This is an optimization exercise on Yosys and OpenROAD, whose aim is small area, not a production implementation. Where RTL was checked, it was by simulation tests only, not by an equivalence proof against the original. For run 5, only the layout was checked, not whether the RTL still works. Power is estimated from default activity; no workload was simulated.

--- design/flow/run.sh ---
#!/bin/bash
# synth_recipe.tcl (not shown) runs the flow's synth.tcl, then flattens the netlist and writes it again
# the make line also repeats each setting of config.mk as NAME=value (left out here)
make -C /OpenROAD-flow-scripts/flow DESIGN_CONFIG=/design/flow/config.mk WORK_HOME=/design/flow/orfs CLKGATE_MAP_FILE= SYNTH_SCRIPT=/design/flow/synth_recipe.tcl finish
--- design/flow/constraint.sdc ---
create_clock -name core_clock -period 10.0 [get_ports {i_clk}]
set_input_delay 2.0000 -clock core_clock [delete_from_list [all_inputs] [get_ports {i_clk}]]
set_output_delay 2.0000 -clock core_clock [all_outputs]
set_load 0.01 [all_outputs]
--- design/flow/design.v ---
package fir_acc_pkg;
  localparam int SAMPLE_W = 12;
  localparam int TAP_W    = 12;
  localparam int PROD_W   = SAMPLE_W + TAP_W;
  localparam int ACC_W    = 26;
  localparam int MAX_TAPS = 8;
  localparam int NMUL     = MAX_TAPS / 2;
  localparam int NTAPS_W  = 4;
  localparam int LEN_W    = 16;
  localparam int FIFO_DEPTH = 16;
  localparam int FIFO_AW    = $clog2(FIFO_DEPTH);
  localparam int ADDR_W  = 12;
  localparam int WADDR_W = 5;
  localparam logic [WADDR_W-1:0] ADDR_SAMPLE = 5'd1;
  localparam logic [WADDR_W-1:0] ADDR_RESULT = 5'd2;
  localparam logic [WADDR_W-1:0] ADDR_COUNT  = 5'd4;
  localparam logic [WADDR_W-1:0] ADDR_STATUS = 5'd5;
  localparam logic [WADDR_W-1:0] ADDR_NTAPS  = 5'd6;
  localparam logic [WADDR_W-1:0] ADDR_TAP0   = 5'd7;
  localparam logic [WADDR_W-1:0] ADDR_LENGTH = 5'd16;
  localparam logic [31:0] UNMAPPED_READ = 32'hFFFF_FFFF;
  typedef enum logic [1:0] {
    IDLE  = 2'd0,
    RUN   = 2'd1,
    DRAIN = 2'd2
  } seq_state_t;
endpackage
`timescale 1ns/1ps
module apb_fir_regs (
  input  logic                            i_clk,
  input  logic                            i_reset,
  input  logic [fir_acc_pkg::ADDR_W-1:0]  i_paddr,
  input  logic [31:0]                     i_pwdata,
  input  logic                            i_pwrite,
  input  logic                            i_psel,
  input  logic                            i_penable,
  input  logic [fir_acc_pkg::ACC_W-1:0]   i_fifo_data,
  input  logic                            i_fifo_empty,
  input  logic                            i_fifo_full,
  input  logic                            i_busy,
  input  logic                            i_init,
  output logic [31:0]                     o_prdata,
  output logic                            o_pop,
  output logic [fir_acc_pkg::MAX_TAPS-1:0][fir_acc_pkg::TAP_W-1:0] o_cfg_taps,
  output logic [fir_acc_pkg::NTAPS_W-1:0]                          o_cfg_ntaps,
  output logic [fir_acc_pkg::LEN_W-1:0]                            o_cfg_length,
  output logic                                                     o_sample_acc,
  output logic [fir_acc_pkg::SAMPLE_W-1:0]                         o_cfg_sample,
  output logic                                                     o_cfg_sample_wr
);
  logic [fir_acc_pkg::WADDR_W-1:0]                          waddr;
  logic                                                     wr_access;
  logic                                                     rd_access;
  logic [fir_acc_pkg::MAX_TAPS-1:0][fir_acc_pkg::TAP_W-1:0] taps;
  logic [fir_acc_pkg::NTAPS_W-1:0]                          ntaps;
  logic [fir_acc_pkg::LEN_W-1:0]                            length;
  logic [fir_acc_pkg::SAMPLE_W-1:0]                         sample;
  logic                                                     sample_wr;
  logic [31:0]                                              count;
  logic                                                     res_big;
  logic [31:0]                                              count_inc;
  fir_inc #(.N(32)) u_count_inc (.i_a(count), .o_s(count_inc));
  assign waddr     = i_paddr[fir_acc_pkg::WADDR_W+1:2];
  assign wr_access = i_psel & i_penable & i_pwrite;
  assign rd_access = i_psel & i_penable & ~i_pwrite;
  assign o_sample_acc = wr_access & (waddr == fir_acc_pkg::ADDR_SAMPLE);
  assign o_pop = rd_access & (waddr == fir_acc_pkg::ADDR_RESULT);
  always_ff @(posedge i_clk or posedge i_reset)
  begin
    if (i_reset)
      sample_wr <= 1'b0;
    else
      sample_wr <= o_sample_acc;
  end
  always_ff @(posedge i_clk)
  begin
    if (i_init)
    begin
      taps   <= '0;
      ntaps  <= fir_acc_pkg::NTAPS_W'(fir_acc_pkg::MAX_TAPS);
      length <= fir_acc_pkg::LEN_W'(1);
      count  <= '0;
    end
    else if (wr_access)
    begin
      case (waddr)
        fir_acc_pkg::ADDR_SAMPLE: count  <= count_inc;
        fir_acc_pkg::ADDR_NTAPS:  ntaps  <= i_pwdata[fir_acc_pkg::NTAPS_W-1:0];
        fir_acc_pkg::ADDR_LENGTH: length <= i_pwdata[fir_acc_pkg::LEN_W-1:0];
        default: ;
      endcase
      for (int k = 0; k < fir_acc_pkg::MAX_TAPS; k++)
      begin
        if (waddr == fir_acc_pkg::ADDR_TAP0 + k)
          taps[k] <= i_pwdata[fir_acc_pkg::TAP_W-1:0];
      end
    end
  end
  always_ff @(posedge i_clk)
    sample <= i_pwdata[fir_acc_pkg::SAMPLE_W-1:0];
  assign o_cfg_taps      = taps;
  assign o_cfg_ntaps     = ntaps;
  assign o_cfg_length    = length;
  assign o_cfg_sample    = sample;
  assign o_cfg_sample_wr = sample_wr;
  assign res_big = i_fifo_data[fir_acc_pkg::ACC_W-1] & ~|i_fifo_data[fir_acc_pkg::ACC_W-2:0];
  always_comb
  begin
    o_prdata = fir_acc_pkg::UNMAPPED_READ;
    case (waddr)
      fir_acc_pkg::ADDR_RESULT:
        o_prdata = {{(32-fir_acc_pkg::ACC_W){i_fifo_data[fir_acc_pkg::ACC_W-1] & ~res_big}},
                    i_fifo_data};
      fir_acc_pkg::ADDR_COUNT:  o_prdata = count;
      fir_acc_pkg::ADDR_STATUS: o_prdata = {29'd0, i_busy, i_fifo_full, i_fifo_empty};
      fir_acc_pkg::ADDR_NTAPS:  o_prdata = 32'(ntaps);
      fir_acc_pkg::ADDR_LENGTH: o_prdata = 32'(length);
      default: ;
    endcase
    for (int k = 0; k < fir_acc_pkg::MAX_TAPS; k++)
    begin
      if (waddr == fir_acc_pkg::ADDR_TAP0 + k)
        o_prdata = {{(32-fir_acc_pkg::TAP_W){taps[k][fir_acc_pkg::TAP_W-1]}}, taps[k]};
    end
  end
endmodule
`timescale 1ns/1ps
module fir_seq_fsm (
  input  logic                           i_clk,
  input  logic                           i_reset,
  input  logic                           i_input_done,
  input  logic                           i_drain_done,
  input  logic [fir_acc_pkg::NTAPS_W-1:0] i_cfg_ntaps,
  input  logic                           i_cfg_sample_wr,
  output logic                           o_ce,
  output logic                           o_flush,
  output logic                           o_busy
);
  fir_acc_pkg::seq_state_t state;
  fir_acc_pkg::seq_state_t state_nxt;
  always_ff @(posedge i_clk or posedge i_reset)
  begin
    if (i_reset)
      state <= fir_acc_pkg::IDLE;
    else
      state <= state_nxt;
  end
  always_comb
  begin
    state_nxt = state;
    case (state)
      fir_acc_pkg::IDLE, fir_acc_pkg::RUN:
      begin
        if (i_input_done)
          state_nxt = (i_cfg_ntaps == fir_acc_pkg::NTAPS_W'(1)) ? fir_acc_pkg::IDLE
                                                               : fir_acc_pkg::DRAIN;
        else if (i_cfg_sample_wr)
          state_nxt = fir_acc_pkg::RUN;
      end
      fir_acc_pkg::DRAIN:
      begin
        if (i_drain_done)
          state_nxt = fir_acc_pkg::IDLE;
      end
      default: state_nxt = fir_acc_pkg::IDLE;
    endcase
  end
  assign o_flush = (state == fir_acc_pkg::DRAIN);
  assign o_ce    = o_flush | i_cfg_sample_wr;
  assign o_busy  = (state != fir_acc_pkg::IDLE);
endmodule
`timescale 1ns/1ps
module fir_rca #(parameter int N = 16) (
  input  logic [N-1:0] i_a,
  input  logic [N-1:0] i_b,
  input  logic         i_c,
  output logic [N-1:0] o_s
);
  logic [N:0] c;
  assign c[0] = i_c;
  for (genvar i = 0; i < N; i++)
  begin : g_bit
    assign o_s[i]   = i_a[i] ^ i_b[i] ^ c[i];
    assign c[i+1]   = (i_a[i] & i_b[i]) | (c[i] & (i_a[i] ^ i_b[i]));
  end
endmodule
module fir_inc #(parameter int N = 16) (
  input  logic [N-1:0] i_a,
  output logic [N-1:0] o_s
);
  logic [N:0] c;
  assign c[0] = 1'b1;
  for (genvar i = 0; i < N; i++)
  begin : g_bit
    assign o_s[i] = i_a[i] ^ c[i];
    assign c[i+1] = i_a[i] & c[i];
  end
endmodule
module fir_step_counter (
  input  logic                            i_clk,
  input  logic                            i_reset,
  input  logic                            i_ce,
  input  logic                            i_flush,
  input  logic                            i_init,
  input  logic [fir_acc_pkg::NTAPS_W-1:0] i_cfg_ntaps,
  input  logic [fir_acc_pkg::LEN_W-1:0]   i_cfg_length,
  output logic                            o_input_done,
  output logic                            o_drain_done,
  output logic                            o_last_drain_q
);
  localparam int N = fir_acc_pkg::LEN_W;
  logic [N-1:0] count;
  logic [N-1:0] count_inc;
  logic [N-1:0] count_nxt;
  logic [N-1:0] last_drain;
  logic [4:0]   ntaps_m2;
  logic         last_q;
  fir_inc #(.N(N)) u_inc (.i_a(count), .o_s(count_inc));
  assign ntaps_m2 = {1'b0, i_cfg_ntaps} + 5'b11110;
  fir_rca #(.N(N)) u_last (.i_a(i_cfg_length), .i_b({{(N-5){ntaps_m2[4]}}, ntaps_m2}),
                           .i_c(1'b0), .o_s(last_drain));
  assign o_input_done = i_ce & ~i_flush & (count_inc == i_cfg_length);
  assign o_drain_done = i_ce & (count == last_drain);
  always_comb
  begin
    if (i_init | o_drain_done)
      count_nxt = '0;
    else if (i_ce)
      count_nxt = count_inc;
    else
      count_nxt = count;
  end
  always_ff @(posedge i_clk)
  begin
    count  <= count_nxt;
    last_q <= (count_nxt == last_drain);
  end
  assign o_last_drain_q = last_q;
endmodule
`timescale 1ns/1ps
module fir_tap_chain (
  input  logic                             i_clk,
  input  logic                             i_reset,
  input  logic                             i_ce,
  input  logic                             i_flush,
  input  logic                             i_init,
  input  logic                             i_drain_done,
  input  logic                             i_sample_acc,
  input  logic [fir_acc_pkg::MAX_TAPS-1:0][fir_acc_pkg::TAP_W-1:0] i_cfg_taps,
  input  logic [fir_acc_pkg::NTAPS_W-1:0]                          i_cfg_ntaps,
  input  logic [fir_acc_pkg::SAMPLE_W-1:0]                         i_cfg_sample,
  input  logic                                                     i_cfg_sample_wr,
  output logic [fir_acc_pkg::ACC_W-1:0]    o_result
);
  localparam int W    = fir_acc_pkg::ACC_W;
  localparam int WS   = W - 1;
  localparam int NDIG = fir_acc_pkg::SAMPLE_W / 2;
  logic [fir_acc_pkg::SAMPLE_W-1:0] x;
  logic [NDIG-1:0]                  neg, one, two;
  logic [fir_acc_pkg::TAP_W-1:0]    tsel [fir_acc_pkg::NMUL];
  logic [W-1:0]  acc1, acc2, acc3, acc4, acc5;
  logic [WS-1:0] acc6, acc7;
  logic [W-1:0]  opa0, opa1, opa2;
  logic [WS-1:0] opa3;
  logic [W-1:0]  mac0, mac1, mac2;
  logic [WS-1:0] mac3;
  logic          flush_q;
  logic          clear;
  logic          a_ok;
  logic          b_ok;
  logic          hold;
  logic          shift;
  assign clear = (flush_q & ~i_flush) | i_init;
  assign shift = i_ce & ~clear;
  assign hold  = ~i_ce & ~clear;
  assign a_ok = i_sample_acc & ~(i_flush & ~i_drain_done);
  assign b_ok = i_cfg_sample_wr & ~i_flush & ~clear;
  assign x = {fir_acc_pkg::SAMPLE_W{a_ok | b_ok}} & i_cfg_sample;
  always_comb
  begin
    for (int j = 0; j < NDIG; j++)
    begin
      logic x2, x1, x0;
      x2 = x[2*j+1];
      x1 = x[2*j];
      x0 = (j == 0) ? 1'b0 : x[2*j-1];
      neg[j] = x2;
      one[j] = x1 ^ x0;
      two[j] = (x2 & ~x1 & ~x0) | (~x2 & x1 & x0);
    end
  end
  always_comb
  begin
    for (int m = 0; m < fir_acc_pkg::NMUL; m++)
    begin
      if (i_cfg_sample_wr)
        tsel[m] = (2*m+1 < i_cfg_ntaps) ? i_cfg_taps[2*m+1] : '0;
      else
        tsel[m] = (2*m   < i_cfg_ntaps) ? i_cfg_taps[2*m]   : '0;
    end
  end
  assign opa0 = ({W{shift}} & acc2) | ({W{hold}} & acc1);
  assign opa1 = ({W{shift}} & acc4) | ({W{hold}} & acc3);
  assign opa2 = ({W{shift}} & {acc6[WS-1], acc6}) | ({W{hold}} & acc5);
  assign opa3 = {WS{hold}} & acc7;
  fir_mac #(.W(W))  u_mac0 (.i_a(opa0), .i_t(tsel[0]), .i_neg(neg), .i_one(one), .i_two(two), .o_y(mac0));
  fir_mac #(.W(W))  u_mac1 (.i_a(opa1), .i_t(tsel[1]), .i_neg(neg), .i_one(one), .i_two(two), .o_y(mac1));
  fir_mac #(.W(W))  u_mac2 (.i_a(opa2), .i_t(tsel[2]), .i_neg(neg), .i_one(one), .i_two(two), .o_y(mac2));
  fir_mac #(.W(WS)) u_mac3 (.i_a(opa3), .i_t(tsel[3]), .i_neg(neg), .i_one(one), .i_two(two), .o_y(mac3));
  always_ff @(posedge i_clk or posedge i_reset)
  begin
    if (i_reset)
      flush_q <= 1'b0;
    else
      flush_q <= i_flush;
  end
  always_ff @(posedge i_clk)
  begin
    acc1 <= mac0;
    acc3 <= mac1;
    acc5 <= mac2;
    acc7 <= mac3;
    if (clear)
    begin
      acc2 <= '0;
      acc4 <= '0;
      acc6 <= '0;
    end
    else if (i_ce)
    begin
      acc2 <= acc3;
      acc4 <= acc5;
      acc6 <= acc7;
    end
  end
  assign o_result = acc1;
endmodule
module fir_mac #(parameter int W = fir_acc_pkg::ACC_W) (
  input  logic [W-1:0]                       i_a,
  input  logic [fir_acc_pkg::TAP_W-1:0]      i_t,
  input  logic [fir_acc_pkg::SAMPLE_W/2-1:0] i_neg,
  input  logic [fir_acc_pkg::SAMPLE_W/2-1:0] i_one,
  input  logic [fir_acc_pkg::SAMPLE_W/2-1:0] i_two,
  output logic [W-1:0]                       o_y
);
  localparam int TW   = fir_acc_pkg::TAP_W;
  localparam int NDIG = fir_acc_pkg::SAMPLE_W / 2;
  localparam logic [W-1:0] K = W'(-32'sh555000);
  logic [W-1:0] row [NDIG];
  logic [W-1:0] krow;
  always_comb
  begin
    for (int j = 0; j < NDIG; j++)
    begin
      logic [TW:0] pp;
      for (int i = 0; i <= TW; i++)
      begin
        logic ti, tl;
        ti = (i == TW) ? i_t[TW-1] : i_t[i];
        tl = (i == 0)  ? 1'b0      : i_t[i-1];
        pp[i] = ((i_one[j] & ti) | (i_two[j] & tl)) ^ i_neg[j];
      end
      pp[TW] = ~pp[TW];
      row[j] = W'(pp) << (2*j);
      if (j > 0)
        row[j][2*j-2] = i_neg[j-1];
    end
    krow = K;
    krow[2*NDIG-2] = i_neg[NDIG-1];
  end
  assign o_y = i_a + row[0] + row[1] + row[2] + row[3] + row[4] + row[5] + krow;
endmodule
`timescale 1ns/1ps
module result_fifo (
  input  logic                            i_clk,
  input  logic                            i_reset,
  input  logic                            i_step,
  input  logic [fir_acc_pkg::ACC_W-1:0]   i_data,
  input  logic                            i_pop,
  output logic [fir_acc_pkg::ACC_W-1:0]   o_data,
  output logic                            o_empty,
  output logic                            o_full
);
  logic [fir_acc_pkg::ACC_W-1:0] mem [fir_acc_pkg::FIFO_DEPTH];
  logic [fir_acc_pkg::FIFO_AW:0] wr_ptr;
  logic [fir_acc_pkg::FIFO_AW:0] rd_ptr;
  logic [fir_acc_pkg::FIFO_AW:0] wr_nxt;
  logic [fir_acc_pkg::FIFO_AW:0] rd_nxt;
  logic                          pend;
  logic                          full_nxt;
  logic                          we;
  assign o_empty = (wr_ptr == rd_ptr);
  assign o_full  = (wr_ptr[fir_acc_pkg::FIFO_AW] != rd_ptr[fir_acc_pkg::FIFO_AW]) &&
                   (wr_ptr[fir_acc_pkg::FIFO_AW-1:0] == rd_ptr[fir_acc_pkg::FIFO_AW-1:0]);
  assign wr_nxt = wr_ptr + pend;
  assign rd_nxt = rd_ptr + (i_pop & ~o_empty);
  assign full_nxt = (wr_nxt[fir_acc_pkg::FIFO_AW] != rd_nxt[fir_acc_pkg::FIFO_AW]) &&
                    (wr_nxt[fir_acc_pkg::FIFO_AW-1:0] == rd_nxt[fir_acc_pkg::FIFO_AW-1:0]);
  assign we = i_step & ~full_nxt;
  assign o_data = mem[rd_ptr[fir_acc_pkg::FIFO_AW-1:0]];
  always_ff @(posedge i_clk or posedge i_reset)
  begin
    if (i_reset)
    begin
      wr_ptr <= '0;
      rd_ptr <= '0;
      pend   <= 1'b0;
    end
    else
    begin
      wr_ptr <= wr_nxt;
      rd_ptr <= rd_nxt;
      pend   <= we;
    end
  end
  always_ff @(posedge i_clk)
  begin
    if (we)
      mem[wr_nxt[fir_acc_pkg::FIFO_AW-1:0]] <= i_data;
  end
endmodule
`timescale 1ns/1ps
module apb_fir_acc (
  input  logic                           i_clk,
  input  logic                           i_reset,
  input  logic [fir_acc_pkg::ADDR_W-1:0] i_paddr,
  input  logic [31:0]                    i_pwdata,
  input  logic                           i_pwrite,
  input  logic                           i_psel,
  input  logic                           i_penable,
  output logic [31:0]                    o_prdata,
  output logic                           o_pready,
  output logic                           o_pslverr
);
  logic [fir_acc_pkg::ACC_W-1:0]    fifo_data;
  logic [fir_acc_pkg::ACC_W-1:0]    chain_result;
  logic                             fifo_empty;
  logic                             fifo_full;
  logic                             busy;
  logic                             pop;
  logic                             ce;
  logic                             flush;
  logic                             input_done;
  logic                             drain_done;
  logic                             last_drain_q;
  logic                             sample_acc;
  logic                             init;
  always_ff @(posedge i_clk or posedge i_reset)
  begin
    if (i_reset)
      init <= 1'b1;
    else
      init <= 1'b0;
  end
  logic [fir_acc_pkg::MAX_TAPS-1:0][fir_acc_pkg::TAP_W-1:0] cfg_taps;
  logic [fir_acc_pkg::NTAPS_W-1:0]                          cfg_ntaps;
  logic [fir_acc_pkg::LEN_W-1:0]                            cfg_length;
  logic [fir_acc_pkg::SAMPLE_W-1:0]                         cfg_sample;
  logic                                                     cfg_sample_wr;
  assign o_pready  = 1'b1;
  assign o_pslverr = 1'b0;
  apb_fir_regs u_regs (
    .i_clk(i_clk), .i_reset(i_reset), .i_paddr(i_paddr), .i_pwdata(i_pwdata),
    .i_pwrite(i_pwrite), .i_psel(i_psel), .i_penable(i_penable),
    .i_fifo_data(fifo_data), .i_fifo_empty(fifo_empty), .i_fifo_full(fifo_full),
    .i_busy(busy), .i_init(init), .o_prdata(o_prdata), .o_pop(pop), .o_cfg_taps(cfg_taps),
    .o_cfg_ntaps(cfg_ntaps), .o_cfg_length(cfg_length), .o_sample_acc(sample_acc),
    .o_cfg_sample(cfg_sample), .o_cfg_sample_wr(cfg_sample_wr)
  );
  fir_seq_fsm u_fsm (
    .i_clk(i_clk), .i_reset(i_reset), .i_input_done(input_done),
    .i_drain_done(drain_done), .i_cfg_ntaps(cfg_ntaps), .i_cfg_sample_wr(cfg_sample_wr),
    .o_ce(ce), .o_flush(flush), .o_busy(busy)
  );
  fir_step_counter u_step_cnt (
    .i_clk(i_clk), .i_reset(i_reset), .i_ce(ce), .i_flush(flush), .i_init(init),
    .i_cfg_ntaps(cfg_ntaps), .i_cfg_length(cfg_length),
    .o_input_done(input_done), .o_drain_done(drain_done),
    .o_last_drain_q(last_drain_q)
  );
  fir_tap_chain u_tap_chain (
    .i_clk(i_clk), .i_reset(i_reset), .i_ce(ce), .i_flush(flush), .i_init(init),
    .i_drain_done(last_drain_q), .i_sample_acc(sample_acc),
    .i_cfg_taps(cfg_taps), .i_cfg_ntaps(cfg_ntaps),
    .i_cfg_sample(cfg_sample), .i_cfg_sample_wr(cfg_sample_wr),
    .o_result(chain_result)
  );
  result_fifo u_fifo (
    .i_clk(i_clk), .i_reset(i_reset), .i_step(ce), .i_data(chain_result),
    .i_pop(pop), .o_data(fifo_data), .o_empty(fifo_empty), .o_full(fifo_full)
  );
endmodule
--- design/flow/config.mk ---
export PLATFORM = sky130hd
export DESIGN_NAME = apb_fir_acc
export DESIGN_NICKNAME = apb_fir_acc
export VERILOG_FILES = /design/flow/design.v
export SDC_FILE = /design/flow/constraint.sdc
export NUM_CORES = 4
export LEC_CHECK = 0
export CAP_MARGIN = 20
export CORE_MARGIN = 2
export CORE_UTILIZATION = 40
export PLACE_DENSITY = 0.6
export SLEW_MARGIN = 20
==> results of run 1 <==
==> worst paths after layout <==
path | to | slack [ps] | depth (start not counted)
setup / recovery | u_tap_chain.acc5[24]$_DFF_P_ | 840 | 25
hold / removal | u_tap_chain.acc6[6]$_SDFFE_PP0N_ | 450 | 1
setup reg to reg | u_step_cnt.last_q$_DFF_P_ | 1290 | 27
hold reg to reg | u_tap_chain.acc6[6]$_SDFFE_PP0N_ | 450 | 1
max in group asynchronous | u_fifo.rd_ptr[0]$_DFF_PP0_ | 7610 | 2
min in group asynchronous | u_fifo.rd_ptr[3]$_DFF_PP0_ | 1800 | 2
==> kinds of logic (layout without fill, tap and decap cells) <==
logic type                 count (synthesis)  after routing  synth area share, %
adders and majority gates                577            577                18.27
other                                      2              4              0.01509
muxes                                    171            171                5.607
and+or+nand+nor                          891            891                7.970
DFF                                      789            789                40.25
xor gates and xnor gates                 461            461                8.125
buffers and inverters                    599            609                4.989
AOI/OAI and AO/OA                       1071           1071                14.77
==> layout make-up <==
type / count / area [sq um] / share of cell area, %
antenna: 1 / 2.502 / 0.004530
clock buffer: 113 / 2359 / 4.269
clock inverter: 51 / 636.9 / 1.153
inverter: 280 / 1051 / 1.903
multi-input combinational: 3174 / 27520 / 49.82
sequential: 789 / 20050 / 36.30
tap: 1637 / 2048 / 3.708
timing repair buffer: 165 / 1570 / 2.842
==> per-stage QoR <==
| step | cell area, sq um | hold WS, ps |
|---|---|---|
| finish | 55240 | 451.8 |
| global route | 55240 | 470.6 |
| CTS | 55170 | 462.1 |
| detailed placement | 52170 | 461.5 |
| global placement | 52080 | 452.1 |
| floorplan | 49790 | 434.2 |
==> layout by cell type (no fill, tap or decap), drive strengths merged, types with 120 or more instances in the layout <==
cell | netlist | routed
o21ai | 120 | 120
edfxtp | 416 | 416
xnor2 | 302 | 302
fa | 250 | 250
nor2 | 175 | 175
ha | 327 | 327
a21oi | 278 | 278
xor2 | 159 | 159
nand2 | 473 | 473
a22o | 142 | 142
inv | 278 | 283
a22oi | 294 | 294
dfxtp | 357 | 357
==> critical path: stages <==
cell	delay, ps
clkdlybuf4s50_1	760
nor3_1	130
nand3_1	150
clkinv_1	110
a21oi_1	270
o21ai_4	170
and2_1	250
inv_2	740
xnor2_1	200
fa_1	530
inv_1	60
fa_1	520
fa_1	490
ha_1	350
fa_1	460
a21oi_1	220
o31ai_1	140
o41ai_1	370
buf_4	210
o31ai_1	70
buf_4	170
o41ai_1	510
o21ai_0	250
o41ai_1	400
xnor2_1	170
==> layer usage <==
| layer | up-vias | GRT usage (%) |
|---|---|---|
| met5 | - | 0 |
| met4 | 2 | 6.487 |
| met3 | 238 | 2.875 |
| met2 | 1330 | 35.60 |
| met1 | 17903 | 30.89 |
| li1 | 16250 | - |
==> where the power goes <==
group	leakage (nW)	switching, mW	internal, mW
sequential	6.91	0.262	3.64
combinational	12.8	1.04	0.922
clock	1.46	1.42	1.95
==> sequential cells by signal (all words and copies together) (netlist names), 2 cells and up <==
signal,flops
u_regs.length,16
u_regs.taps,96
u_regs.ntaps,4
u_fifo.wr_ptr,5
u_regs.count,32
u_fsm.state,2
u_tap_chain.acc5,26
u_tap_chain.acc1,26
u_regs.sample,12
u_step_cnt.count,16
u_tap_chain.acc4,26
u_fifo.rd_ptr,5
u_tap_chain.acc3,26
u_tap_chain.acc2,26
u_fifo.mem,416
u_tap_chain.acc6,25
u_tap_chain.acc7,25
==> results.tsv, run 1 <==
metric	value	unit
Inserted Clock Buffers	88	
Iteration-0 DRC Markers	3427	
synthesized area	49780	sq um
final hold vios	0	
via count	35723	
maximum buffer depth of the clock tree	3	
H-tree depth	3	
top cells by area, synth	edfxtp_1 25%, dfxtp_1 14%, fa_1 10%, ha_1 8.2%, xnor2_1 5.3%	
placed cells	6041	
Placer Congestion	0.9021	
vias per cell	5.752	
critical path required time	10580	ps
RSZ-0062 raised after global routing	no	
skew final	48.18	ps
post-CTS resize count	0	
worst slack, placed	277.0	ps
syn avg cell area	10.92	sq um
beginning of the critical path	i_paddr[4]	
Initial DRT Pass Iterations	6	
hold buffer count at CTS	0	
WS Path Type	input port to flop	
Period minus WS final	9159	ps
Yosys reg bits	789	
antenna violations before repair	3	
CTS Sinks	789	
Final Util	44.68	%
vias in the first global route	34984	
Cell variety after synth	84	
list of most frequent post-synthesis cells	473 x nand2_1, 416 x edfxtp_1, 357 x dfxtp_1	
first-pass GRT wire length	216500	um
insertion delay to the later sink of the worst-skew pair	690	ps
fraction of layout cells with a size suffix above 1	8.727	%
Die ar.	127300	sq um
wire per inst	22.65	um
Slew Viols, Final	0	
total track usage	22.03	%
Overall Power	9.243	mW
Post-CTS Setup Repair Bufs	0	
status	finished clean	
Worst Hold Launch	u_tap_chain.acc7[6]$_DFF_P_	
Seq/Total Area, Yosys	40.25	%
Synth Warn #	12	
CTS tree	yes	
endpoints failing setup	0	
Met3 Routed Length	8890	um
Filler cells	11534	
Syn Inst Count	4561	
Max Cap Viol	0	
Final #Nets	5124	
pwr/cell area	167.3	nW/um^2
Boundary Pins	83	
EDFF count, synth	416	
Syn-to-layout area delta	10.97	%
Fmax	109.2	MHz
Worst VDD drop	136.3	uV
Die W	356.8	um
routed wire length	140700	um
largest net degree at the start of global routing	109	
Critical Path Sink Type	flop	
WL met2	65860	um
leakage power	21.18	nW
relative slew slack	24.28	%
final std cells w/o fill	6210	
Post-synth top flop	edfxtp_1	
area of the core	123600	sq um
Synth top area share	25.09	%
Rows	129	
Worst-path clk slew	60	ps
element type at the critical path start	input port	
Initial Utilization	40.27	%
Crit Reg-Reg Startpoint	u_regs.ntaps[1]$_SDFFE_PP0P_	
Root Driver	clkbuf_16	
Max FO, Critical Path	28	
area leader, netlist	edfxtp_1	
DRC Markers	0	
CP Data Arrival Time	9730	ps
post-DP HPWL	97100	um
Hold Crit Class	flop to flop	
setup TNS	0	ps
ys async rst share	2.028	%
DRT met1 WL	61640	um
Post-DRT Antenna Nets	0	
total grt overflow	0	
I/O Buffers	57	
DR top layer	met5	
count leader, synth	nand2_1	
DIE HEIGHT	356.8	um
final worst slack	841.3	ps
Final Cycle Share	91.59	%
Worst Tran Pin Value	1133	ps
==> run 2: changes to the inputs <==
--- a/design/flow/config.mk
+++ b/design/flow/config.mk
@@ -6,4 +6,5 @@
 export NUM_CORES = 4
 export LEC_CHECK = 0
+export ABC_AREA = 1
 export CAP_MARGIN = 20
 export CORE_MARGIN = 2
==> run 2 against run 1 <==
Still clean. Hold slack better by 12 ps. Clock skew up 10 ps. Sequential power about the same. Die area up 1.9%.
==> results.tsv, run 2 <==
metric	value	unit
Cell variety after synth	67	
dpl cell area	52760	sq um
area leader, netlist	edfxtp_1	
Seq/Total Area, Yosys	39.51	%
total grt overflow	0	
critical path required time	8000	ps
total track usage	21.92	%
crit-path cells	clkdlybuf4s50_1 -> nor2_1 -> nand3_1 -> inv_1 -> nor2_1 -> nand4_1 -> buf_4 -> o2111ai_1 -> o21ai_0 -> a2111oi_0 -> buf_4 -> o221ai_1 -> o22ai_1 -> clkdlybuf4s50_1	
Synth Warn #	12	
Fmax	109.8	MHz
Final Util	44.33	%
WHS	463.5	ps
Max FO, Critical Path	13	
antenna violations before repair	4	
Final #Nets	6127	
status	finished clean	
DRC Markers	0	
DIE HEIGHT	360.1	um
skew final	58.63	ps
CP bufs+invs	5	
ys async rst share	2.028	%
delay-heaviest family, CP	buffers and inverters	
Finished Cell Area	55740	sq um
beginning of the critical path	i_paddr[2]	
multi-input logic area	26760	sq um
via count	39446	
CTS tree	yes	
post-CTS resize count	0	
Post-synth top flop	edfxtp_1	
largest net degree at the start of global routing	80	
final hold vios	0	
Hold Crit Class	flop to flop	
CTS Sinks	789	
Filler cells	12095	
Worst Tran Pin Value	1189	ps
Crit Reg-Reg Startpoint	u_regs.ntaps[1]$_SDFFE_PP0P_	
Max Cap Viol	0	
RSZ-0062 raised after global routing	no	
flop-to-flop setup slack	1330	ps
H-tree depth	3	
area of the core	125700	sq um
Largest register FFs	416	
Slew Viols, Final	0	
count leader, synth	nand2_1	
R2R cell count	28	
insertion delay to the later sink of the worst-skew pair	680	ps
Period minus WS final	9106	ps
vias in the first global route	37779	
leakage power	23.93	nW
top cells by area, synth	edfxtp_1 25%, dfxtp_1 14%, fa_1 9.9%, ha_1 8.1%, nand2_1 6.4%	
endpoints failing setup	0	
Inserted Clock Buffers	85	
relative slew slack	18.67	%
WS Path Type	input port to primary output	
syn avg cell area	9.059	sq um
list of most frequent post-synthesis cells	871 x nand2_1, 582 x inv_1, 502 x nor2_1	
RR Endpoint	u_step_cnt.last_q$_DFF_P_	
Final Cycle Share	91.06	%
Met3 Routed Length	10500	um
Critical-path top delay cell	a2111oi_0	
placed cells	7064	
Critical Path Sink Type	primary output	
final std cells w/o fill	7221	
wire per inst	20.16	um
worst slack, placed	276.3	ps
fraction of layout cells with a size suffix above 1	6.229	%
Overall Power	9.381	mW
Die W	360.1	um
Rows	130	
# diodes	0	
pwr/cell area	168.3	nW/um^2
Initial Utilization	40.34	%
hold buffer count at CTS	0	
Syn-to-layout area delta	9.905	%
routed wire length	145600	um
Worst-path clk slew	50	ps
Yosys reg bits	789	
DRT met1 WL	64220	um
Post-DRT Antenna Nets	0	
Post-CTS Setup Repair Bufs	0	
CP Data Arrival Time	7110	ps
Worst path depth	14	
WL met2	67310	um
Initial DRT Pass Iterations	6	
commonest cells after routing, fill and taps aside	869 x nand2_1, 579 x inv_1, 484 x nor2_1, 416 x edfxtp_1, 373 x o21ai_0	
element type at the critical path start	input port	
final worst slack	894.0	ps
setup TNS	0	ps
maximum buffer depth of the clock tree	3	
Worst Setup EP	o_prdata[8]	
EDFF count, synth	416	
Crit path largest cell delay	990	ps
Die ar.	129700	sq um
Synth top area share	24.63	%
post-DP HPWL	99470	um
Syn Inst Count	5599	
Register Area	20040	sq um
I/O Buffers	57	
DR top layer	met4	
Iteration-0 DRC Markers	3893	
vias per cell	5.463	
Boundary Pins	83	
most common cell after layout, fill and taps aside	nand2_1	
Placer Congestion	0.8668	
Worst VDD drop	134.0	uV
Root Driver	clkbuf_16	
synthesized area	50720	sq um
first-pass GRT wire length	223200	um
[run 2: cell count changes in the layout (fill, tap and decap cells not counted), sizes merged, moves of 73 or more]
cell | before | now
nand2 | 473 | 888
nor2 | 175 | 512
inv | 283 | 604
o21ai | 120 | 429
o22ai | 33 | 290
xnor2 | 302 | 66
a22oi | 294 | 63
xor2 | 159 | 350
nand3 | 32 | 160
a22o | 142 | 38
mux4 | 82 | 0
mux2i | 76 | 3
[run 2: cell type report]
cell class              instances  share of cell area [%]
clock buffers                 101                   4.013
clock inverters                56                   1.340
inverters                     617                   4.188
multi-input cells            3834                   48.01
flip-flops and latches        789                   35.96
well taps                    1650                   3.704
repair buffers                174                   2.788
[run 2: how the worst min path moves through the flow]
| stage | from | to | slack, ps | cells after the start |
|---|---|---|---|---|
| after CTS | u_regs.taps[76]$_SDFFE_PP0P_ | u_regs.taps[76]$_SDFFE_PP0P_ | 460 | 2 |
| after global routing | u_tap_chain.acc2[16]$_SDFFE_PP0N_ | u_tap_chain.acc2[16]$_SDFFE_PP0N_ | 480 | 2 |
| final | u_tap_chain.acc2[16]$_SDFFE_PP0N_ | u_tap_chain.acc2[16]$_SDFFE_PP0N_ | 460 | 2 |
| after detailed placement | u_tap_chain.acc2[14]$_SDFFE_PP0N_ | u_tap_chain.acc2[14]$_SDFFE_PP0N_ | 450 | 2 |
| after floorplan | u_tap_chain.acc7[0]$_DFF_P_ | u_tap_chain.acc6[0]$_SDFFE_PP0N_ | 430 | 2 |
| after global placement | u_tap_chain.acc2[14]$_SDFFE_PP0N_ | u_tap_chain.acc2[14]$_SDFFE_PP0N_ | 440 | 2 |
[run 2: power breakdown]
group	switching, mW	internal, mW	total, mW
registers	0.223	3.69	3.91
logic	1.27	0.836	2.10
clock network	1.41	1.96	3.36
[run 2: tightest hold or removal path, cell delays in order, from the launching register on]
cell	delay (ps)
dfxtp_1	330
nand2_1	50
o21ai_0	50
[run 2: cell families after synthesis]
group	after synthesis	share of synthesized area, %
other	2	0.01481
muxes	3	0.05921
xor gates and xnor gates	416	7.198
and+or+nand+nor	1605	12.72
AOI/OAI and AO/OA	1230	14.55
DFF	789	39.51
buffers and inverters	977	8.010
adders and majority gates	577	17.93
[run 2: metal layers]
layer	vias to the layer above	track usage (%)
li1	18616	-
met1	19115	30.69
met2	1461	35.57
met3	254	2.785
met4	0	6.064
met5	-	0
==> run 3: changes to the inputs <==
--- a/design/flow/config.mk
+++ b/design/flow/config.mk
@@ -6,8 +6,9 @@
 export NUM_CORES = 4
 export LEC_CHECK = 0
-export ABC_AREA = 1
 export CAP_MARGIN = 20
 export CORE_MARGIN = 2
 export CORE_UTILIZATION = 40
+export CTS_CLUSTER_DIAMETER = 70
+export CTS_CLUSTER_SIZE = 30
 export PLACE_DENSITY = 0.6
 export SLEW_MARGIN = 20
==> run 3 against run 2 <==
Routed wire length down 4.0%. Cell area fell by 2.4%. Core utilization fell by 0.32 points. Flip-flop and latch count stayed put. Largest cell class unchanged. Hold slack worse by 7.5 ps. Combinational power fell by 7%. Worst setup slack improved by 22 ps. Via count down 10%. Synthesized cell count is 19% lower. Synthesized area fell by 1.8%.
==> results.tsv, run 3 <==
metric	value	unit
status	finished clean	
insertion delay to the later sink of the worst-skew pair	740	ps
vias per cell	5.746	
Worst Tran Pin Value	1088	ps
CP bufs+invs	6	
Worst VDD drop	182.9	uV
final worst slack	915.7	ps
Post-CTS Setup Repair Bufs	0	
Yosys reg bits	789	
Post-synth top flop	edfxtp_1	
Worst-path clk slew	90	ps
Inserted Clock Buffers	54	
pwr/cell area	156.6	nW/um^2
post-CTS resize count	0	
CP Data Arrival Time	9720	ps
Die ar.	127300	sq um
CTS Sinks	789	
endpoints failing setup	0	
relative slew slack	27.33	%
met2 usage	35.52	%
EDFF count, synth	416	
Max FO, Critical Path	28	
Syn Inst Count	4561	
Syn-to-layout area delta	9.297	%
post-synthesis adder-cell area fraction	18.27	%
simple-gate share of the synthesized area	7.970	%
Final #Nets	5089	
DIE HEIGHT	356.8	um
Die W	356.8	um
met1 usage	30.62	%
Final Util	44.01	%
list of most frequent post-synthesis cells	473 x nand2_1, 416 x edfxtp_1, 357 x dfxtp_1	
RSZ-0062 raised after global routing	no	
Max Cap Viol	0	
Compound-Gate Fraction of Synth Area	14.77	%
Filler cells	11594	
syn avg cell area	10.92	sq um
top cells by area, synth	edfxtp_1 25%, dfxtp_1 14%, fa_1 10%, ha_1 8.2%, xnor2_1 5.3%	
total grt overflow	0	
routed wire length	139800	um
area leader, netlist	edfxtp_1	
I/O Buffers	57	
Crit path largest cell delay	750	ps
vias in the first global route	34572	
Seq/Total Area, Yosys	40.25	%
Root Driver	clkbuf_16	
leakage power	20.74	nW
CTS tree	yes	
via count	35325	
Period minus WS final	9084	ps
delay-heaviest family, CP	compound AO/OA/AOI/OAI gates	
Final Cycle Share	90.84	%
Rows	129	
Placer Congestion	0.9021	
Initial DRT Pass Iterations	6	
first-pass GRT wire length	214900	um
total track usage	21.85	%
element type at the critical path start	input port	
fraction of layout cells with a size suffix above 1	8.006	%
count leader, synth	nand2_1	
antenna violations before repair	3	
critical path required time	10630	ps
Finished Cell Area	54410	sq um
Post-Synth XOR/XNOR Area	8.125	%
Critical-path top delay cell	clkdlybuf4s50_1	
met3 usage	2.691	%
DRC Markers	0	
skew final	76.75	ps
mux contribution to synthesized area	5.607	%
Largest register FFs	416	
Initial Utilization	40.27	%
final hold vios	0	
largest family of logic cells by synthesized area	adder cells	
dpl cell area	52170	sq um
Critical Path Sink Type	flop	
Cell variety after synth	84	
synthesized area	49780	sq um
GRT Max-Usage Layer	met2	
wire per inst	22.73	um
ys async rst share	2.028	%
Synth Warn #	12	
worst slack, placed	277.0	ps
commonest cells after routing, fill and taps aside	473 x nand2_1, 416 x edfxtp_1, 355 x dfxtp_1, 327 x ha_1, 301 x xnor2_1	
Synth top area share	25.09	%
Slew Viols, Final	0	
largest net degree at the start of global routing	109	
Hold Crit Class	flop to flop	
Iteration-0 DRC Markers	3481	
setup TNS	0	ps
Fmax	110.1	MHz
Post-DRT Antenna Nets	0	
post-DP HPWL	97100	um
hold buffer count at CTS	0	
H-tree depth	2	
cell mode on critical path	fa_1	
area of the core	123600	sq um
WS Path Type	input port to flop	
most common cell after layout, fill and taps aside	nand2_1	
maximum buffer depth of the clock tree	3	
Boundary Pins	83	
-- run 3: cell types whose count changed in the layout (fill, tap and decap cells not counted), moves of 191 or more --
cell | previous run | this run
xor2_1 | 350 | 159
o22ai_1 | 284 | 33
nand2_1 | 869 | 473
a22oi_1 | 63 | 294
inv_1 | 579 | 278
nor2_1 | 484 | 155
xnor2_1 | 65 | 301
o21ai_0 | 373 | 119
-- run 3: worst paths after layout --
check	from	to	slack, ps	depth (start not counted)
max in group asynchronous	i_reset	u_fifo.rd_ptr[0]$_DFF_PP0_	7630	2
min reg2reg	u_tap_chain.acc3[6]$_DFF_P_	u_tap_chain.acc2[6]$_SDFFE_PP0N_	460	1
min	u_tap_chain.acc3[6]$_DFF_P_	u_tap_chain.acc2[6]$_SDFFE_PP0N_	460	1
max reg2reg	u_regs.ntaps[1]$_SDFFE_PP0P_	u_step_cnt.last_q$_DFF_P_	1280	26
min in group asynchronous	i_reset	u_fifo.rd_ptr[3]$_DFF_PP0_	1760	2
max	i_paddr[4]	u_tap_chain.acc5[24]$_DFF_P_	920	25
-- run 3: power breakdown --
| group | leakage [nW] | internal (mW) | switching, mW |
|---|---|---|---|
| Sequential | 6.91 | 3.64 | 0.261 |
| Clock | 1.02 | 1.20 | 1.47 |
| Combinational | 12.8 | 0.921 | 1.04 |
| Total | 20.7 | 5.75 | 2.77 |
-- run 3: layer usage --
metal	vias up	part of all wire (%)
met2	1276	47
li1	16158	-
met1	17685	44
met3	204	6.4
met5	-	0.0093
met4	2	2.7
-- run 3: stage by stage --
stage               cells  hold WS (ps)  power [mW]
floorplan            4562         434.2       5.369
global placement     6037         452.1       5.911
detailed placement   6041         461.5       5.956
CTS                  6143         473.0       8.607
global route         6146         473.7       9.009
finish               6148         455.9       8.523
-- run 3: final cells by class --
cell class	count	area, sq um	share of cell area, %
tap	1637	2048	3.764
sequential	789	20050	36.85
multi-input combinational	3174	27530	50.59
timing repair buffer	164	1567	2.879
clock inverter	40	737.0	1.354
inverter	280	1051	1.932
clock buffer	62	1424	2.617
antenna	2	5.005	0.009198
-- run 3: worst reg2reg max path: stages, from the launching register on --
cell and delay (ps):
dfxtp_1 480, inv_1 160, ha_1 320, inv_1 90
fa_1 210, fa_1 180, inv_1 50, fa_1 410
fa_1 430, fa_1 430, fa_1 440, fa_1 430
fa_1 420, fa_1 440, fa_1 450, fa_1 430
fa_1 460, fa_1 610, xor2_1 200, o2111ai_1 150
nor4_1 210, buf_4 190, a21o_1 330, a21oi_1 80
o32ai_1 370, nand4_1 240, nor4b_1 390
-- run 3: logic make-up after synthesis --
group	count (synthesis)
xor gates and xnor gates	461
adders and majority gates	577
other	2
muxes	171
and+or+nand+nor	891
AOI/OAI and AO/OA	1071
DFF	789
buffers and inverters	599
==> run 4: changes to the inputs <==
--- a/design/flow/config.mk
+++ b/design/flow/config.mk
@@ -8,7 +8,7 @@
 export CAP_MARGIN = 20
 export CORE_MARGIN = 2
-export CORE_UTILIZATION = 40
+export CORE_UTILIZATION = 60
 export CTS_CLUSTER_DIAMETER = 70
 export CTS_CLUSTER_SIZE = 30
-export PLACE_DENSITY = 0.6
+export PLACE_DENSITY = 0.7
 export SLEW_MARGIN = 20
==> run 4 against run 3 <==
Flip-flop and latch count unchanged. Clock power decreased by about 10%. Die area decreased by 33%. Synthesized area unchanged. Combinational power about the same. Worst setup slack improved by 33 ps. Routed wire length decreased by 4.6%. Maximum frequency increased by 0.36%. Register-to-register slack about the same.
==> results.tsv, run 4 <==
metric	value	unit
status	finished clean	
Fmax	110.5	MHz
commonest cells after routing, fill and taps aside	473 x nand2_1, 416 x edfxtp_1, 355 x dfxtp_1, 327 x ha_1, 301 x xnor2_1	
I/O Buffers	57	
wire per inst	23.98	um
skew final	65.65	ps
DRC Markers	0	
largest family of logic cells by synthesized area	adder cells	
Worst VDD drop	227.8	uV
area leader, netlist	edfxtp_1	
simple-gate share of the synthesized area	7.970	%
Post-DRT Antenna Nets	0	
CP Data Arrival Time	9610	ps
insertion delay to the later sink of the worst-skew pair	690	ps
Iteration-0 DRC Markers	3644	
Critical-path top delay cell	clkdlybuf4s50_1	
Net Sw Frac	31.69	%
beginning of the critical path	i_paddr[6]	
Max FO, Critical Path	17	
vias per cell	6.402	
vias in the first global route	35077	
Worst path depth	27	
Worst-path clk slew	100	ps
R2R cell count	26	
antenna violations before repair	1	
EDFF count, synth	416	
maximum buffer depth of the clock tree	3	
Max Cap Viol	0	
via count	35603	
CP bufs+invs	6	
RSZ-0062 raised after global routing	no	
Synth top area share	25.09	%
CTS Sinks	789	
final hold vios	0	
Rows	105	
Slew Viols, Final	0	
total track usage	31.40	%
pwr/cell area	154.9	nW/um^2
combinational power share	23.8	%
Power Internal	5.630	mW
Die W	292.1	um
synthesized area	49780	sq um
first-pass GRT wire length	207400	um
RR Endpoint	u_step_cnt.last_q$_DFF_P_	
routed wire length	133400	um
syn avg cell area	10.92	sq um
Crit path largest cell delay	610	ps
delay-heaviest family, CP	compound AO/OA/AOI/OAI gates	
Clock Power Share	29.0	%
WS Path Type	input port to flop	
Post-Synth XOR/XNOR Area	8.125	%
Final Util	64.81	%
leakage power	20.54	nW
list of most frequent post-synthesis cells	473 x nand2_1, 416 x edfxtp_1, 357 x dfxtp_1	
Post-synth top flop	edfxtp_1	
Cell variety after synth	84	
Final #Nets	5078	
area of the core	82110	sq um
post-CTS resize count	0	
relative slew slack	23.43	%
setup TNS	0	ps
count leader, synth	nand2_1	
Initial DRT Pass Iterations	6	
Hold Crit Class	flop to flop	
Inserted Clock Buffers	49	
largest net degree at the start of global routing	124	
Syn-to-layout area delta	6.891	%
H-tree depth	2	
post-synthesis adder-cell area fraction	18.27	%
Initial Utilization	60.63	%
fraction of layout cells with a size suffix above 1	7.639	%
Largest register FFs	416	
element type at the critical path start	input port	
top cells by area, synth	edfxtp_1 25%, dfxtp_1 14%, fa_1 10%, ha_1 8.2%, xnor2_1 5.3%	
critical path required time	10560	ps
Critical Path Sink Type	flop	
Compound-Gate Fraction of Synth Area	14.77	%
final std cells w/o fill	5561	
Syn Inst Count	4561	
Final Cycle Share	90.52	%
Boundary Pins	83	
mux contribution to synthesized area	5.607	%
total grt overflow	0	
Period minus WS final	9052	ps
Seq/Total Area, Yosys	40.25	%
Crit Reg-Reg Startpoint	u_regs.ntaps[1]$_SDFFE_PP0P_	
Synth Warn #	12	
Worst Tran Pin Value	1147	ps
Placer Congestion	0.9329	
Die ar.	85290	sq um
CTS tree	yes	
Yosys reg bits	789	
Post-CTS Setup Repair Bufs	0	
Psw	2.612	mW
placed cells	5467	
Worst Setup EP	u_tap_chain.acc5[24]$_DFF_P_	
Root Driver	clkbuf_16	
Flop pwr share	47.1	%
most common cell after layout, fill and taps aside	nand2_1	
flop-to-flop setup slack	1280	ps
DIE HEIGHT	292.1	um
ys async rst share	2.028	%
hold buffer count at CTS	0	
endpoints failing setup	0	
post-DP HPWL	91230	um
-- run 4: cell families after synthesis --
group                      count (synthesis)
buffers and inverters                    599
adders and majority gates                577
other                                      2
DFF                                      789
AOI/OAI and AO/OA                       1071
and+or+nand+nor                          891
xor gates and xnor gates                 461
muxes                                    171
-- run 4: per-stage QoR --
stage | area (sq um) | setup WS [ps] | total power, mW | hold slack, ps
after floorplan | 49790 | 1858 | 5.369 | 434.2
after global placement | 51260 | 555.2 | 5.865 | 451.1
after detailed placement | 51290 | 518.8 | 5.915 | 456.9
after CTS | 53110 | 1154 | 8.274 | 463.4
after global routing | 53210 | 528.0 | 8.684 | 477.0
final | 53210 | 948.4 | 8.242 | 457.9
-- run 4: per-layer routing --
layer	part of all wire [%]	global-route usage [%]
met1	41	43.47
met2	47	50.80
met3	7.6	4.163
met4	3.8	11.62
met5	0	0
-- run 4: worst min-delay path by stage --
| stage | from | endpoint | slack, ps | cells after the start |
|---|---|---|---|---|
| 4_1_cts | u_tap_chain.acc7[6]$_DFF_P_ | u_tap_chain.acc6[6]$_SDFFE_PP0N_ | 460 | 1 |
| 3_3_place_gp | u_tap_chain.acc5[0]$_DFF_P_ | u_tap_chain.acc4[0]$_SDFFE_PP0N_ | 450 | 1 |
| 5_1_grt | u_tap_chain.acc7[6]$_DFF_P_ | u_tap_chain.acc6[6]$_SDFFE_PP0N_ | 480 | 1 |
| 3_5_place_dp | u_tap_chain.acc5[7]$_DFF_P_ | u_tap_chain.acc4[7]$_SDFFE_PP0N_ | 460 | 1 |
| 6_report | u_tap_chain.acc7[6]$_DFF_P_ | u_tap_chain.acc6[6]$_SDFFE_PP0N_ | 460 | 1 |
| 2_1_floorplan | u_tap_chain.acc7[10]$_DFF_P_ | u_tap_chain.acc6[10]$_SDFFE_PP0N_ | 430 | 1 |
-- run 4: final cells by class --
type | instances | area, sq um
multi-input cells | 3174 | 27490
clock inverters | 37 | 568.0
repair buffers | 158 | 1451
well taps | 1070 | 1339
fillers | 6455 | 28900
flip-flops and latches | 789 | 20050
diodes | 1 | 2.502
clock buffers | 52 | 1259
inverters | 280 | 1051
-- run 4: power by group through the flow --
stage,registers [mW],clock network (mW),logic (mW)
2_1_floorplan,3.80,0,1.57
3_3_place_gp,3.96,0,1.91
3_5_place_dp,3.96,0,1.95
4_1_cts,3.89,2.41,1.97
5_1_grt,3.91,2.53,2.24
6_report,3.89,2.39,1.97
==> run 5: changes to the inputs <==
--- a/design/flow/design.v
+++ b/design/flow/design.v
@@ -64,5 +64,13 @@
   assign wr_access = i_psel & i_penable & i_pwrite;
   assign rd_access = i_psel & i_penable & ~i_pwrite;
-  assign o_sample_acc = wr_access & (waddr == fir_acc_pkg::ADDR_SAMPLE);
+  logic setup_sample;
+  always_ff @(posedge i_clk or posedge i_reset)
+  begin
+    if (i_reset)
+      setup_sample <= 1'b0;
+    else
+      setup_sample <= i_psel & ~i_penable & i_pwrite & (waddr == fir_acc_pkg::ADDR_SAMPLE);
+  end
+  assign o_sample_acc = setup_sample;
   assign o_pop = rd_access & (waddr == fir_acc_pkg::ADDR_RESULT);
   always_ff @(posedge i_clk or posedge i_reset)
@@ -71,5 +79,5 @@
       sample_wr <= 1'b0;
     else
-      sample_wr <= o_sample_acc;
+      sample_wr <= wr_access & (waddr == fir_acc_pkg::ADDR_SAMPLE);
   end
   always_ff @(posedge i_clk)
@@ -259,10 +267,14 @@
   logic [NDIG-1:0]                  neg, one, two;
   logic [fir_acc_pkg::TAP_W-1:0]    tsel [fir_acc_pkg::NMUL];
+  localparam int NC = 2;
   logic [W-1:0]  acc1, acc2, acc3, acc4, acc5;
   logic [WS-1:0] acc6, acc7;
+  logic [NC-1:0] cy1, cy2, cy3, cy4, cy5, cy6, cy7;
   logic [W-1:0]  opa0, opa1, opa2;
   logic [WS-1:0] opa3;
+  logic [NC-1:0] opc0, opc1, opc2, opc3;
   logic [W-1:0]  mac0, mac1, mac2;
   logic [WS-1:0] mac3;
+  logic [NC-1:0] macc0, macc1, macc2, macc3;
   logic          flush_q;
   logic          clear;
@@ -304,8 +316,16 @@
   assign opa2 = ({W{shift}} & {acc6[WS-1], acc6}) | ({W{hold}} & acc5);
   assign opa3 = {WS{hold}} & acc7;
-  fir_mac #(.W(W))  u_mac0 (.i_a(opa0), .i_t(tsel[0]), .i_neg(neg), .i_one(one), .i_two(two), .o_y(mac0));
-  fir_mac #(.W(W))  u_mac1 (.i_a(opa1), .i_t(tsel[1]), .i_neg(neg), .i_one(one), .i_two(two), .o_y(mac1));
-  fir_mac #(.W(W))  u_mac2 (.i_a(opa2), .i_t(tsel[2]), .i_neg(neg), .i_one(one), .i_two(two), .o_y(mac2));
-  fir_mac #(.W(WS)) u_mac3 (.i_a(opa3), .i_t(tsel[3]), .i_neg(neg), .i_one(one), .i_two(two), .o_y(mac3));
+  assign opc0 = ({NC{shift}} & cy2) | ({NC{hold}} & cy1);
+  assign opc1 = ({NC{shift}} & cy4) | ({NC{hold}} & cy3);
+  assign opc2 = ({NC{shift}} & cy6) | ({NC{hold}} & cy5);
+  assign opc3 = {NC{hold}} & cy7;
+  fir_mac #(.W(W))  u_mac0 (.i_a(opa0), .i_ac(opc0), .i_t(tsel[0]), .i_neg(neg), .i_one(one), .i_two(two),
+                     .o_y(mac0), .o_yc(macc0));
+  fir_mac #(.W(W))  u_mac1 (.i_a(opa1), .i_ac(opc1), .i_t(tsel[1]), .i_neg(neg), .i_one(one), .i_two(two),
+                     .o_y(mac1), .o_yc(macc1));
+  fir_mac #(.W(W))  u_mac2 (.i_a(opa2), .i_ac(opc2), .i_t(tsel[2]), .i_neg(neg), .i_one(one), .i_two(two),
+                     .o_y(mac2), .o_yc(macc2));
+  fir_mac #(.W(WS)) u_mac3 (.i_a(opa3), .i_ac(opc3), .i_t(tsel[3]), .i_neg(neg), .i_one(one), .i_two(two),
+                     .o_y(mac3), .o_yc(macc3));
   always_ff @(posedge i_clk or posedge i_reset)
   begin
@@ -321,4 +341,8 @@
     acc5 <= mac2;
     acc7 <= mac3;
+    cy1  <= macc0;
+    cy3  <= macc1;
+    cy5  <= macc2;
+    cy7  <= macc3;
     if (clear)
     begin
@@ -326,4 +350,7 @@
       acc4 <= '0;
       acc6 <= '0;
+      cy2  <= '0;
+      cy4  <= '0;
+      cy6  <= '0;
     end
     else if (i_ce)
@@ -332,15 +359,22 @@
       acc4 <= acc5;
       acc6 <= acc7;
+      cy2  <= cy3;
+      cy4  <= cy5;
+      cy6  <= cy7;
     end
   end
-  assign o_result = acc1;
+  fir_rca #(.N(W-9)) u_res (.i_a(acc1[W-1:9]), .i_b((W-9)'({cy1[1], 8'd0, cy1[0]})), .i_c(1'b0),
+                            .o_s(o_result[W-1:9]));
+  assign o_result[8:0] = acc1[8:0];
 endmodule
 module fir_mac #(parameter int W = fir_acc_pkg::ACC_W) (
   input  logic [W-1:0]                       i_a,
+  input  logic [1:0]                         i_ac,
   input  logic [fir_acc_pkg::TAP_W-1:0]      i_t,
   input  logic [fir_acc_pkg::SAMPLE_W/2-1:0] i_neg,
   input  logic [fir_acc_pkg::SAMPLE_W/2-1:0] i_one,
   input  logic [fir_acc_pkg::SAMPLE_W/2-1:0] i_two,
-  output logic [W-1:0]                       o_y
+  output logic [W-1:0]                       o_y,
+  output logic [1:0]                         o_yc
 );
   localparam int TW   = fir_acc_pkg::TAP_W;
@@ -368,6 +402,44 @@
     krow = K;
     krow[2*NDIG-2] = i_neg[NDIG-1];
+    krow[9]  = i_ac[0];
+    krow[18] = i_ac[1];
+  end
+  logic [W-1:0] s1, c1, s2, c2, s3, c3, s4, c4, s5, c5, s6, c6;
+  fir_csa #(.N(W)) u_csa1 (.i_a(i_a),  .i_b(row[0]), .i_c(row[1]), .o_s(s1), .o_c(c1));
+  fir_csa #(.N(W)) u_csa2 (.i_a(row[2]), .i_b(row[3]), .i_c(row[4]), .o_s(s2), .o_c(c2));
+  fir_csa #(.N(W)) u_csa3 (.i_a(s1), .i_b(c1), .i_c(s2), .o_s(s3), .o_c(c3));
+  fir_csa #(.N(W)) u_csa4 (.i_a(c2), .i_b(row[5]), .i_c(krow), .o_s(s4), .o_c(c4));
+  fir_csa #(.N(W)) u_csa5 (.i_a(s3), .i_b(c3), .i_c(s4), .o_s(s5), .o_c(c5));
+  fir_csa #(.N(W)) u_csa6 (.i_a(s5), .i_b(c5), .i_c(c4), .o_s(s6), .o_c(c6));
+  fir_rca_co #(.N(9))    u_cpa0 (.i_a(s6[8:0]),    .i_b(c6[8:0]),    .o_s(o_y[8:0]),    .o_c(o_yc[0]));
+  fir_rca_co #(.N(9))    u_cpa1 (.i_a(s6[17:9]),   .i_b(c6[17:9]),   .o_s(o_y[17:9]),   .o_c(o_yc[1]));
+  fir_rca #(.N(W-18))    u_cpa2 (.i_a(s6[W-1:18]), .i_b(c6[W-1:18]), .i_c(1'b0), .o_s(o_y[W-1:18]));
+endmodule
+module fir_csa #(parameter int N = 26) (
+  input  logic [N-1:0] i_a,
+  input  logic [N-1:0] i_b,
+  input  logic [N-1:0] i_c,
+  output logic [N-1:0] o_s,
+  output logic [N-1:0] o_c
+);
+  logic [N-1:0] maj;
+  assign o_s = i_a ^ i_b ^ i_c;
+  assign maj = (i_a & i_b) | (i_a & i_c) | (i_b & i_c);
+  assign o_c = {maj[N-2:0], 1'b0};
+endmodule
+module fir_rca_co #(parameter int N = 9) (
+  input  logic [N-1:0] i_a,
+  input  logic [N-1:0] i_b,
+  output logic [N-1:0] o_s,
+  output logic         o_c
+);
+  logic [N:0] c;
+  assign c[0] = 1'b0;
+  for (genvar i = 0; i < N; i++)
+  begin : g_bit
+    assign o_s[i]   = i_a[i] ^ i_b[i] ^ c[i];
+    assign c[i+1]   = (i_a[i] & i_b[i]) | (c[i] & (i_a[i] ^ i_b[i]));
   end
-  assign o_y = i_a + row[0] + row[1] + row[2] + row[3] + row[4] + row[5] + krow;
+  assign o_c = c[N];
 endmodule
 `timescale 1ns/1ps
--- a/design/flow/config.mk
+++ b/design/flow/config.mk
@@ -6,9 +6,10 @@
 export NUM_CORES = 4
 export LEC_CHECK = 0
+export ABC_AREA = 1
 export CAP_MARGIN = 20
 export CORE_MARGIN = 2
-export CORE_UTILIZATION = 60
+export CORE_UTILIZATION = 40
 export CTS_CLUSTER_DIAMETER = 70
 export CTS_CLUSTER_SIZE = 30
-export PLACE_DENSITY = 0.7
+export PLACE_DENSITY = 0.6
 export SLEW_MARGIN = 20
==> run 5 against run 4 <==
Die area rose by 51%. Count of clock-buffer cells in the layout rose by 1. Flip-flop and latch count rose by 15. Global-route usage fell by 9.3 points. Still clean. Critical path depth rose by 3. Worst setup slack got worse by 170 ps. Register-to-register slack got worse by 500 ps. Clock skew fell by 27 ps. Combinational power fell by 6%. Maximum frequency fell by 1.8%. Non-clock buffer count rose by 10.
==> results.tsv, run 5 <==
metric	value	unit
wire per inst	20.49	um
Final Cycle Share	92.18	%
Worst Tran Pin Value	1218	ps
setup TNS	0	ps
Crit path largest cell delay	680	ps
Slew Viols, Final	0	
relative slew slack	18.54	%
Post-DRT Antenna Nets	0	
Final #Nets	5939	
area leader, netlist	edfxtp_1	
Register Area	20350	sq um
Die W	358.6	um
Boundary Pins	83	
final hold vios	0	
Max Cap Viol	0	
Critical Path Sink Type	flop	
delay-heaviest family, CP	adder cells	
via count	37927	
Die ar.	128600	sq um
Root Driver	clkbuf_16	
most common cell after layout, fill and taps aside	inv_1	
area of the core	125200	sq um
Yosys reg bits	804	
vias in the first global route	36372	
Fmax	108.5	MHz
Period minus WS final	9218	ps
Syn Inst Count	5472	
EDFF count, synth	416	
Synth top area share	24.83	%
Max FO, Critical Path	44	
maximum buffer depth of the clock tree	3	
post-CTS resize count	0	
syn avg cell area	9.194	sq um
CTS tree	yes	
cell mode on critical path	fa_1	
Post-synth top flop	edfxtp_1	
skew final	38.92	ps
Filler cells	12181	
DRC Markers	0	
Synth Warn #	14	
WS Path Type	flop to flop	
antenna violations before repair	0	
endpoints failing setup	0	
status	finished clean	
Cell variety after synth	60	
Placer Congestion	0.8938	
placed cells	6923	
vias per cell	5.410	
Seq/Total Area, Yosys	40.44	%
DIE HEIGHT	358.6	um
I/O Buffers	57	
critical path required time	10510	ps
final worst slack	782.4	ps
Initial DRT Pass Iterations	6	
Largest register FFs	416	
top cells by area, synth	edfxtp_1 25%, dfxtp_1 15%, fa_1 13%, inv_1 6.0%, ha_1 5.7%	
insertion delay to the later sink of the worst-skew pair	650	ps
RSZ-0062 raised after global routing	no	
CP Data Arrival Time	9730	ps
Inserted Clock Buffers	47	
Worst-path clk slew	100	ps
synthesized area	50310	sq um
post-DP HPWL	95170	um
multi-input logic area	25320	sq um
routed wire length	143600	um
CTS Sinks	804	
Initial Utilization	40.17	%
commonest cells after routing, fill and taps aside	804 x inv_1, 679 x nand2_1, 457 x nor2_1, 416 x edfxtp_1, 389 x o21ai_0	
Syn-to-layout area delta	7.386	%
hold buffer count at CTS	0	
element type at the critical path start	flop	
worst slack, placed	832.8	ps
H-tree depth	2	
first-pass GRT wire length	219700	um
pwr/cell area	149.6	nW/um^2
Critical-path top delay cell	nor2_4	
CP bufs+invs	9	
count leader, synth	inv_1	
largest net degree at the start of global routing	78	
total track usage	22.07	%
Iteration-0 DRC Markers	3670	
# diodes	0	
Rows	130	
total grt overflow	0	
Worst VDD drop	138.7	uV
ys async rst share	2.114	%
final std cells w/o fill	7010	
leakage power	22.44	nW
fraction of layout cells with a size suffix above 1	5.037	%
list of most frequent post-synthesis cells	807 x inv_1, 683 x nand2_1, 468 x nor2_1	
Hold Crit Class	flop to flop	
Post-CTS Setup Repair Bufs	0	
## run 5: metrics by stage
step | total power [mW] | cell area, sq um | hold slack (ps) | util, %
2_1_floorplan | 5.271 | 50310 | 428.6 | -
3_3_place_gp | 5.791 | 52300 | 442.0 | 41.76
3_5_place_dp | 5.849 | 52320 | 450.3 | 41.77
4_1_cts | 8.142 | 53990 | 468.8 | 43.11
5_1_grt | 8.531 | 54030 | 486.3 | 43.14
6_report | 8.081 | 54030 | 462.3 | 43.14
## run 5: report_power, final
part / switching (mW) / internal (mW) / leakage, nW
clock network: 1.27 / 1.04 / 0.815
logic: 1.21 / 0.636 / 14.7
registers: 0.100 / 3.82 / 6.95
total: 2.58 / 5.50 / 22.4
## run 5: final timing paths
kind / startpoint / end / slack [ps] / cells past startpoint
min reg2reg: u_tap_chain.acc3[14]$_DFF_P_ / u_tap_chain.acc2[14]$_SDFFE_PP0N_ / 460 / 2
min in group asynchronous: i_reset / u_regs.sample_wr$_DFF_PP0_ / 1830 / 2
max in group asynchronous: i_reset / u_fifo.rd_ptr[0]$_DFF_PP0_ / 7510 / 2
min: u_tap_chain.acc3[14]$_DFF_P_ / u_tap_chain.acc2[14]$_SDFFE_PP0N_ / 460 / 2
max: u_fsm.state[0]$_DFFE_PP0P_ / u_tap_chain.acc5[17]$_DFF_P_ / 780 / 30
max reg2reg: u_fsm.state[0]$_DFFE_PP0P_ / u_tap_chain.acc5[17]$_DFF_P_ / 780 / 30
## run 5: cell families after synthesis
group	after synthesis	synth area share, %
xor gates and xnor gates	341	5.951
adders and majority gates	567	19.14
AOI/OAI and AO/OA	1102	13.03
DFF	804	40.44
other	2	0.01493
and+or+nand+nor	1448	11.79
muxes	5	0.09948
buffers and inverters	1203	9.530
## run 5: layer usage
metal	up-vias	wire, um	GRT usage (%)	part of all wire, %
li1	17702	-	-	-
met1	18626	63270	31.39	44
met2	1380	66720	35.56	46
met3	219	10040	2.832	7.0
met4	0	3572	5.608	2.5
met5	-	0	0	0
## run 5: cell type report
class                   count  area share, %
multi-input cells        3466          46.87
clock buffers              53          2.314
repair buffers            168          2.705
flip-flops and latches    804          37.68
clock inverters            33         0.7921
inverters                 836          5.825
well taps                1650          3.821
## run 5: worst min-delay path, delay by kind of cell, from the launching register on
family,cells,cell delay [ps]
compound gates,1,80
buf+inv,1,60
flops,1,300

[re-timing with driven ports]
The flow's constraints put no driver on any port. The routed layouts listed below were extracted and timed again, unchanged, in two steps.
Step 1, drivers: a clkbuf_16 drives i_clk and a buf_2 each remaining input, both assumed.
Step 2 moves the port delays by t, midway between the first and last clock arrival at a register: inputs arrive t later, outputs are due t later. That takes back most of the time a late clock gives input paths.
Slacks: ideal / step 1 / step 2; pairs: ideal / step 1.
run | t (ns) | setup WS [ns] | latest minus earliest clock arrival (ns) | pins driven straight from the clock port
run 1 | 0.732 | 0.841 / 0.879 / 0.147 | 0.049 / 0.050 | 1
run 2 | 0.718 | 0.894 / 0.868 / 0.230 | 0.061 / 0.061 | 1
run 3 | 0.768 | 0.916 / 0.953 / 0.184 | 0.079 / 0.079 | 1
run 4 | 0.729 | 0.948 / 0.996 / 0.267 | 0.065 / 0.066 | 1
run 5 | 0.708 | 0.782 / 0.782 / 0.782 | 0.039 / 0.039 | 1
After both steps every run listed still meets setup and hold. For run 3, which loses most, drivers alone change the setup slack by +0.037 ns; drivers and shift together by -0.732 ns.
